Background: an optimization exercise with open tools, aiming at small area, a short achievable clock period and few clock cycles per item. Do not read the settings as production practice.
In this exercise RTL edits were held to simulation tests only and were not proved equivalent to the original.
Power and IR drop assume default switching activity.

## flow/design.v (module list and top-level ports; edited modules follow where they fit)
// module matrix_inverse_gj: 761 lines
module matrix_inverse_gj #(
    parameter int N    = 5,
    parameter int W    = 16,
    parameter int FRAC = 8
) (
    input  logic         clk,
    input  logic         reset,
    input  logic         in_valid,
    output logic         in_ready,
    input  logic [W-1:0] in_data,
    output logic         out_valid,
    input  logic         out_ready,
    output logic [W-1:0] out_data,
    output logic         out_last,
    output logic         busy,
    output logic         singular
);
  // ...
==> flow/flow/run.sh <==
#!/bin/bash
set -euo pipefail
bash standard.sh 'BUFFER_PORTS_ARGS=-buffer_cell sky130_fd_sc_hd__buf_4' \
    SETUP_SLACK_MARGIN=14.8 finish > flow_make.log 2>&1
==> flow/standard.sh <==
#!/bin/bash
# synth_recipe.tcl (not shown) runs the flow's synth.tcl, then flattens the netlist and writes it again
# the make line also repeats each setting of config.mk as NAME=value (left out here)
make -C /OpenROAD-flow-scripts/flow DESIGN_CONFIG=/design/flow/config.mk WORK_HOME=/design/flow/orfs CLKGATE_MAP_FILE= SYNTH_SCRIPT=/design/flow/synth_recipe.tcl "${@:-finish}"
==> flow/config.mk <==
export PLATFORM = sky130hd
export DESIGN_NAME = matrix_inverse_gj
export DESIGN_NICKNAME = matrix_inverse_gj
export VERILOG_FILES = /design/flow/design.v
export SDC_FILE = /design/flow/constraint.sdc
export NUM_CORES = 4
export LEC_CHECK = 0
export CAP_MARGIN = 20
export CORE_MARGIN = 2
export CORE_UTILIZATION = 40
export PLACE_DENSITY = 0.55
export SLEW_MARGIN = 20
==> flow/constraint.sdc <==
create_clock -name core_clock -period 20.0 [get_ports {clk}]
set_input_delay 4.0000 -clock core_clock [delete_from_list [all_inputs] [get_ports {clk}]]
set_output_delay 4.0000 -clock core_clock [all_outputs]
set_load 0.01 [all_outputs]
==> run notes, run 1 <==
## Final layout
- commonest non-fill, non-tap cell in the layout: dfxtp_1
- multi-input logic area: 21440 um2
- number of nets in the layout: 4522
- count of placed standard cells in the final layout, fillers left out: 5538
- fraction of layout cells with a size suffix above 1: 0.08447
- FF+latch count: 733
- number of logic inverters in the finished layout: 309
- data-path buffer share of cell area in the final layout: 0.02271

## Place
- global placer's final weighted congestion: 0.9143

## Drt
- Met1 Wirelength: 54830 um
- Post-route DRC: 0
- Avg Vias per Cell: 5.636

## Status
- status: complete, no violations

## Logic synthesis
- simple-gate area share of the yosys netlist: 0.1244
- total nets after synthesis: 4608
- number of distinct standard cells referenced by the synthesized netlist: 100
- multiplexer share of the synthesized area: 0.05959
- Async S/R FF share, synth: 0
- commonest cells in the netlist: dfxtp_1 (627), nor2_1 (411), a21oi_1 (351)
- number of synthesized flops with an enable pin: 106

## Pwr
- fraction of power consumed by sequential logic: 0.390
- power in sequential cells: 1.64 mW

## Global routing
- number of global-route vias before repair: 29190
- number of antenna violations at the first check in global routing: 0
- maximum number of pins on one net before global-route repair: 89

## Floorplanning
- total number of tap cells: 1276
- effective utilization at floorplan: 0.4044

## Hold path
- hold endpoint: q3[4][10]$_DFF_P_
- startpoint of the tightest hold check path: q4[4][10]$_DFF_P_

## Setup path
- R2R Setup Slk: 15070 ps
- required time of the critical path: 16000 ps
- r2r endpoint: q2[0][9]$_DFF_P_
- class of the most critical setup path: flip-flop to output pin
- launch point of the worst reg-to-reg path: cs_s[0]$_DFF_P_
- Worst Setup SP: r_out_data[8]$_DFFE_PP_

## CTS
- hold buffers post-CTS: 0
- clock tree sinks: 733
- clock slew seen by the registers of the worst setup and hold paths: 70 ps
- Clock H-tree levels: 3
- post-cts gate resize count: 20

## STA
- post-route worst setup slack: 14750 ps
- total negative slack: 0 ps
- Worst Hold Margin: 306.4 ps
- Fin. Hold Viols: 0
- number of setup violations in the final report: 0

Testbench counts, summed over its fixed seeds: cycles 10,565, matrices 64.
==> inputs of run 2 (changes only) <==
--- a/flow/design.v
+++ b/flow/design.v
@@ -19,19 +19,16 @@
     logic [15:0] q0 [5], q1 [5], q2 [5], q3 [5], q4 [5];   
     logic        reset_r;
     logic [2:0]  ph;                   
     logic        st_load;              
     logic        r_in_ready, r_out_valid, r_out_last, r_singular;
     logic [15:0] r_out_data;
     logic        sflag, fin_r;
     logic [2:0]  lr, lc;               
-    logic [15:0] din;                  
-    logic        ldv;                  
-    logic [2:0]  ldrow;
     logic        ldc;                  
     logic [2:0]  lrow [5];             
     logic [4:0]  pmask;                
     logic [15:0] pmax;                 
     logic [2:0]  plog;                 
     logic        psign;                
     logic        dbusy;
     logic [3:0]  dcnt;                 
@@ -530,49 +527,53 @@
         rpos  = ($signed(x2) >= -16'sd1) ? 16'(x2 + 16'h8001) : 16'h8000;
         rneg  = x2[15] ? (x2 ^ 16'h8000) : 16'h7fff;
         if (n2)        res3 = m3;
         else if (povf) res3 = p3[23] ? rneg : rpos;
         else           res3 = rfast;
     end
     logic [15:0] wdata;
     logic [4:0]  wen;
-    assign wdata = ldv ? din : res3;
+    assign wdata = accept ? in_data : res3;
     always_comb
         for (int r = 0; r < 5; r++)
-            wen[r] = (ldv && ldrow == 3'(r)) || (v2 && row2 == 3'(r));
+            wen[r] = (accept && lr == 3'(r)) || (v2 && row2 == 3'(r));
     logic [15:0] cval, cabs;
     logic [2:0]  clog;
     logic        cwin;
-    assign cval = ldc ? din : vreg;
-    assign clog = ldc ? ldrow : vl;
+    assign cval = vreg;
+    assign clog = vl;
     assign cabs = cval[15] ? (16'd0 - cval) : cval;
     assign cwin = (ldc | vv) && (($signed({cval[15], cval}) > $signed({1'b0, pmax})) ||
                                  ($signed({cval[15], cval}) < $signed(npmax)));
-    logic [15:0] nrem;
-    logic        nbit;
+    logic [15:0] nrem, nrem2;
+    logic        nbit, nbit2;
     always_comb begin
         logic [16:0] t;
         logic [17:0] e;
         t = {drem, 1'b0};
         e = {1'b0, t} - {2'b0, pmax};
         if (!e[17]) begin nrem = e[15:0]; nbit = 1'b1; end
         else        begin nrem = t[15:0]; nbit = 1'b0; end
+        t = {nrem, 1'b0};
+        e = {1'b0, t} - {2'b0, pmax};
+        if (!e[17]) begin nrem2 = e[15:0]; nbit2 = 1'b1; end
+        else        begin nrem2 = t[15:0]; nbit2 = 1'b0; end
     end
     logic [3:0]  cmsb;                 
     logic [15:0] crem;                 
     always_comb begin
         cmsb = '0;
         for (int i = 1; i < 16; i++) if (cabs[i]) cmsb = 4'(i);
         crem = '0;
         for (int i = 1; i < 16; i++) if (cmsb == 4'(i)) crem[i-1] = 1'b1;
     end
     logic pend, divfin, pready;
     assign pend   = k1 | k2 | vv | ldc;
-    assign divfin = !dbusy || (dcnt == 4'd1);
+    assign divfin = !dbusy || (dcnt == 4'd1) || (dcnt == 4'd2);
     assign pready = !pend && divfin;
     logic [2:0] npiv, ntins;
     always_comb begin
         npiv  = lrow[plog];
         ntins = 3'd4 - ks;
         for (int r = 0; r < 5; r++)
             if (pmask[r] && 3'(r) < npiv) ntins = ntins + 3'd1;
     end
@@ -589,50 +590,48 @@
     assign jo3    = (jo >= 3'd2) ? jo - 3'd2 : jo + 3'd3;
     assign o_rdy  = outp && (ph == jo3) && (io <= 3'd4) &&
                     ((io == 3'd4) ? (pm >= 3'd1) : (pm >= io + 3'd2));
     assign o_take = o_rdy && (!r_out_valid || out_ready);
     assign o_fin  = r_out_valid && out_ready && r_out_last;
     logic last_el, rdy_a, rdy_b;
     assign last_el = (lr == 3'd4) && (lc == 3'd4);
     assign rdy_a   = !last_el;                       
-    assign rdy_b   = st_load && (ph == lc);          
+    assign rdy_b   = st_load && (ph == ((lc == 3'd4) ? 3'd0 : lc + 3'd1));  
     always_ff @(posedge clk) begin
         for (int r = 0; r < 5; r++) begin
             q0[r] <= q1[r];
             q1[r] <= q2[r];
             q2[r] <= wen[r] ? wdata : q3[r];
             q3[r] <= q4[r];
             q4[r] <= q0[r];
         end
     end
     always_ff @(posedge clk) begin
-        din <= in_data;
         a1 <= gnorm ? xsel : ppos0;
         x1 <= xsel;
         if (go && ph == 3'd0) b1 <= gnorm ? recip : rpos0;
         row1 <= rsel;
         l1   <= gl;
         cs_s  <= mb_cs0[31:8];
         cs_c  <= mb_cs1[31:8];
         cs_ci <= mb_lo[8];
         x2    <= x1;
         row2  <= row1;
         l2    <= l1;
-        if (k2) begin vreg <= res3; vl <= l2; end
-        ldrow  <= lr;
+        if (accept && lc == 3'd0) begin vreg <= in_data; vl <= lr; end
+        else if (k2)              begin vreg <= res3;    vl <= l2; end
     end
     logic init;
     assign init = reset_r | fin_r | sflag;
     always_ff @(posedge clk) begin
         reset_r <= reset;
         ph      <= (ph == 3'd4) ? 3'd0 : ph + 3'd1;
         fin_r   <= o_fin;
         sflag   <= 1'b0;
-        ldv <= accept;
         ldc <= accept && (lc == 3'd0);
         r_in_ready <= accept ? rdy_a : rdy_b;
         if (accept) begin
             r_singular <= 1'b0;
             if (lc == 3'd4) begin
                 lc <= '0;
                 lr <= last_el ? 3'd0 : lr + 3'd1;
             end else begin
@@ -646,20 +645,27 @@
             npmax <= cval[15] ? {cval[15], cval} : (17'd0 - {1'b0, cval});
             plog  <= clog;
             psign <= cval[15];
             drem  <= crem;
             dcnt  <= 4'(5'd17 - {1'b0, cmsb});   
             dbusy <= (cabs > 16'd2);
             dq    <= (cabs > 16'd2) ? 17'd0 : 17'd32767;
         end else if (dbusy) begin
-            drem <= nrem;
-            dq   <= {dq[15:0], nbit};
-            dcnt <= dcnt - 4'd1;
-            if (dcnt == 4'd1) dbusy <= 1'b0;
+            if (dcnt == 4'd1) begin
+                drem  <= nrem;
+                dq    <= {dq[15:0], nbit};
+                dcnt  <= '0;
+                dbusy <= 1'b0;
+            end else begin
+                drem <= nrem2;
+                dq   <= {dq[14:0], nbit, nbit2};
+                dcnt <= dcnt - 4'd2;
+                if (dcnt == 4'd2) dbusy <= 1'b0;
+            end
         end
         v1 <= go;
         n1 <= gnorm;
         k1 <= go && gcand && (ph == 3'd0);
         v2 <= v1; n2 <= n1; k2 <= k1;
         if (ph == 3'd4) begin
             go <= 1'b0;
             if (!st_load && pm <= 3'd4) begin
@@ -687,24 +693,24 @@
                             if (ks == 3'(i))   lrow[i] <= npiv;
                         end
                         cur   <= ks;
                         ks    <= ks + 3'd1;
                         pm    <= 3'd1;
                         pmax  <= '0;
                         npmax <= '0;
                         if (ks == 3'd4) outp <= 1'b1;
-                        if (st_load) eblk <= 3'd5;
+                        if (st_load) eblk <= 3'd6;
                     end
                 end
             end
         end
         if (eblk != 3'd0) begin
-            eblk       <= eblk - 3'd1;
-            r_in_ready <= 1'b0;
+            eblk <= eblk - 3'd1;
+            if (eblk != 3'd6) r_in_ready <= 1'b0;
         end
         if (o_take) begin
             r_out_valid <= 1'b1;
             r_out_data  <= opos2;
             r_out_last  <= (io == 3'd4) && (jo == 3'd4);
             if (jo == 3'd4) begin
                 jo <= '0;
                 io <= io + 3'd1;
@@ -713,44 +719,45 @@
             end
         end else if (out_ready) begin
             r_out_valid <= 1'b0;
         end
         if (o_fin) begin
             outp       <= 1'b0;
             st_load    <= 1'b1;
             r_in_ready <= 1'b1;
-            ph         <= 3'd1;
+            ph         <= 3'd2;
         end
         if (sflag) begin
             st_load    <= 1'b1;
             r_in_ready <= 1'b1;
             r_singular <= 1'b1;
+            ph         <= 3'd2;
         end
         if (init) begin
             pmax  <= '0;
             npmax <= '0;
             pmask <= '0;
             for (int i = 0; i < 5; i++) lrow[i] <= 3'(i);
             io <= '0; jo <= '0;
             ks <= '0; pm <= 3'd5; cur <= '0;
             outp  <= 1'b0;
             dbusy <= 1'b0;
             eblk  <= '0;
         end
         if (reset_r) begin
-            ph      <= 3'd1;
+            ph      <= 3'd2;
             st_load <= 1'b1;
             lr <= '0; lc <= '0;
             r_in_ready  <= 1'b1;
             r_out_valid <= 1'b0;
             r_singular  <= 1'b0;
             sflag <= 1'b0; fin_r <= 1'b0;
             go <= 1'b0; v1 <= 1'b0; v2 <= 1'b0; k1 <= 1'b0; k2 <= 1'b0;
-            vv <= 1'b0; ldv <= 1'b0; ldc <= 1'b0;
+            vv <= 1'b0; ldc <= 1'b0;
         end
         if (reset) begin
             r_in_ready  <= 1'b0;
             r_out_valid <= 1'b0;
             r_singular  <= 1'b0;
         end
     end
     assign in_ready  = r_in_ready;
==> run notes, run 2 <==
## Global routing
- wire length of the first global-routing pass: 199500 um
- maximum number of pins on one net before global-route repair: 97, +9.0%
- GR Overflow Total: 0
- all-layer global routing usage: 0.2516
- number of antenna violations at the first check in global routing: 4, +4
- number of global-route vias before repair: 31346, +7.4%

## STA
- number of max-slew violations in the final report: 0
- worst slew pin tran: 1122 ps
- total negative slack: 0 ps, unchanged
- worst clock skew on the final layout: 36.33 ps
- Fin. Hold Viols: 0, unchanged
- f_max: 188.0 MHz
- max-slew headroom at the worst pin: 0.2492
- fraction of the cycle the final worst path needs: 0.2660
- setup repair after global routing missed its margin: true
- number of setup violations in the final report: 0, unchanged
- fin crit period: 5320 ps

## Setup path
- cell class contributing the biggest share of worst-path delay: flip-flops
- CP Data Arrival Time: 1320 ps
- crit-path max FO: 1
- r2r endpoint: vreg[9]$_DFFE_PP_
- R2R Setup Slk: 14920 ps, -150 ps
- Buf+Inv Stages, Crit Path: 1
- class of the most critical setup path: flip-flop to output pin
- slowest cell delay on critical path: 490 ps
- required time of the critical path: 16000 ps, about the same
- launch point of the worst reg-to-reg path: cs_c[0]$_DFF_P_
- critical path, cell by cell: buf_6
- worst-path cell with the longest stage delay: edfxtp_1
- crit path capture type: output pin
- length in cells of the worst reg-to-reg path: 14
- Critical Path Start Type: flip-flop

## Pwr
- Switching Fraction: 0.3703
- clock share of power: 0.299
- Static Leak: 17.38 nW
- cell-internal power: 3.131 mW
- fraction of power consumed by sequential logic: 0.334, -0.056
- switching power of the nets: 1.842 mW
- combinational share of power: 0.367
- peak supply drop: 0.1337 mV
- power per cell area: 109.4 nW/um2
- Final Total Pwr: 4.973 mW

## CTS
- maximum number of buffers from clock root to sink: 3
- clock slew seen by the registers of the worst setup and hold paths: 70 ps, about the same
- clock tree sinks: 713, -2.7%
- clock root buffer master: clkbuf_16
- latest clock arrival within the worst-skew pair: 650 ps
- clock tree from TritonCTS: done
- Clock H-tree levels: 3, unchanged
- clock buffers created by TritonCTS: 78

## Logic synthesis
- area share of the largest cell type after synthesis: 0.2993
- cell type with the largest total area after synthesis: dfxtp_1
- number of synthesized register bits: 713
- number of warnings issued by yosys: 7
- Async S/R FF share, synth: 0, unchanged
- leading cell types by total area after synthesis: dfxtp_1 (30%), edfxtp_1 (7.8%), ha_1 (6.5%)
- synthesized instance count: 4546
- number of distinct standard cells referenced by the synthesized netlist: 108, +8.0%
- number of synthesized flops with an enable pin: 106, unchanged
- Post-Syn Area per Cell: 8.930 um2
- Most used DFF post-synth: dfxtp_1
- commonest cells in the netlist: dfxtp_1 (607), nand2_1 (401), a21oi_1 (399)
- sequential cell area fraction in the yosys report: 0.3777
- total nets after synthesis: 4884, +6.0%
- dominant cell by count in the synthesized netlist: dfxtp_1
- area of the mapped netlist: 40600 um2

## Final layout
- count of fill cells added during filler insertion: 9743
- commonest cells after routing, fill and taps aside: dfxtp_1 (601), nand2_1 (398), a21oi_1 (393), nor2_1 (384), o21ai_0 (282)
- commonest non-fill, non-tap cell in the layout: dfxtp_1
- number of nets in the layout: 4811, +6.4%
- post-synthesis to final-layout area growth: 11.94%
- fraction of layout cells with a size suffix above 1: 0.1056, +0.02111
- final design area excluding fillers: 45440 um2
- number of diodes: 0

## Place
- global placer's final weighted congestion: 0.9178, +0.38%
- Port-buffer cells: 40
- instance area after placement: 42120 um2
- post-detailed-placement half-perimeter wirelength: 95050 um

## Floorplanning
- total die area: 104100 um2
- vertical extent of the die: 322.6 um
- Floorplan Core Area: 100300 um2
- num rows: 116
- I/O pin total: 41
- effective utilization at floorplan: 0.4048, +0.0004130
- floorplan die width: 322.6 um

## Drt
- Wirelength per Cell: 22.61 um
- number of violations reported at the end of detailed-routing iteration 0: 3409
- Avg Vias per Cell: 5.736, +1.8%
- Detailed Route WL: 133200 um
- drt first pass iters: 6
- via count: 33810
- Post-route DRC: 0, unchanged
- number of nets still failing antenna checks after routing: 0

## Hold path
- hold endpoint: q3[4][12]$_DFF_P_
- Worst Hold Class: flip-flop to flip-flop
- cell depth of the worst hold path: 0
- startpoint of the tightest hold check path: q4[4][12]$_DFF_P_

## Flow run
- max-cap check violation count: 0

## Status
- status: complete, no violations

run 2: cells by family (layout without fill, tap and decap cells):
family          count (synthesis)  in the layout  share of synthesized area
xor+xnor                      148            148                    0.03212
flops                         713            713                     0.3777
mux                           174            174                    0.05471
compound gates               1385           1385                     0.2203
buf+inv                       598            588                    0.05677
simple gates                 1176           1177                     0.1319
fa+ha+maj                     352            352                     0.1264
run 2: power groups by stage:
stage | registers [mW] | logic (mW) | clock network [mW]
2_1_floorplan | 1.65 | 1.27 | 0
3_3_place_gp | 1.68 | 1.70 | 0
3_5_place_dp | 1.68 | 1.71 | 0
4_1_cts | 1.66 | 1.75 | 1.51
5_1_grt | 1.67 | 2.00 | 1.56
6_report | 1.66 | 1.83 | 1.49
run 2: metrics by stage:
step	utilization	worst slack, ps	instances	hold WS (ps)
after floorplan	-	14810	4546	309.6
after global placement	0.4200	13450	5728	309.6
after detailed placement	0.4200	13400	5728	312.1
after CTS	0.4494	14640	5879	297.9
after global routing	0.4531	14660	5894	304.9
final	0.4531	14680	5894	295.1
run 2: repair_timing:
item	CTS	global route
setup buffers	6	14
gates resized for setup	54	56
pin swaps	7	13
hold buffers	0	0
cloned	1	1
setup endpoints to repair	114	95
run 2: area by class of cell:
type / instances / area (um2) / area share
clock buffer: 112 / 2306 / 0.05074
sequential: 713 / 15340 / 0.3377
multi-input combinational: 3236 / 23410 / 0.5151
inverter: 298 / 1119 / 0.02462
timing repair buffer: 146 / 1215 / 0.02674
clock inverter: 32 / 354.1 / 0.007792
tap: 1357 / 1698 / 0.03736
run 2: worst max-delay path by stage:
stage,from,end,slack [ps],depth (start not counted)
after floorplan,in_valid,q2[0][7]$_DFF_P_,14810,7
after global placement,in_valid,vreg[7]$_DFFE_PP_,13450,5
after detailed placement,in_valid,vreg[1]$_DFFE_PP_,13400,5
after CTS,r_out_data[13]$_DFFE_PP_,out_data[13],14640,1
after global routing,r_out_data[8]$_DFFE_PP_,out_data[8],14660,1
final,r_out_data[13]$_DFFE_PP_,out_data[13],14680,1
run 2: routing by layer:
layer | part of all wire | track usage | wire length [um]
met4 | 0.035 | 0.08671 | 4715
met2 | 0.43 | 0.3762 | 57140
met5 | 0.00028 | 0 | 37
met3 | 0.063 | 0.03334 | 8366
met1 | 0.47 | 0.3705 | 62980
Testbench counts of run 2, summed over its fixed seeds: cycles 10,166, matrices 64.

==> what the ideal ports hide <==
Ports are ideal in the flow. The routed layouts listed here were re-timed in OpenROAD. Step 1 (the two cells are an assumption about what drives the block):
set clk [get_ports {clk}]
set_driving_cell -lib_cell sky130_fd_sc_hd__clkbuf_16 $clk
set_driving_cell -lib_cell sky130_fd_sc_hd__buf_2 [delete_from_list [all_inputs] $clk]
Step 2 adds t to the input delays and takes it off the output delays; t is the mean of the earliest and latest rising clock arrival at the registers after step 1. Input paths then give back, and output paths get back, about the clock's delay inside the block. Slacks: no drivers / after step 1 / after step 2; pairs: no drivers / after step 1.
| run | t (ns) | setup slack, ns | worst setup path at the end | slew at the worst register clock pin (ns) |
|---|---|---|---|---|
| run 1 | 0.700 | 14.752 / 14.685 / 14.667 | input to register | 0.07 / 0.07 |
| run 2 | 0.703 | 14.680 / 14.611 / 14.195 | input to register | 0.07 / 0.07 |
After both steps every run listed still meets setup and hold. For run 2, which loses most, drivers alone change the setup slack by -0.069 ns; drivers and shift together by -0.485 ns.
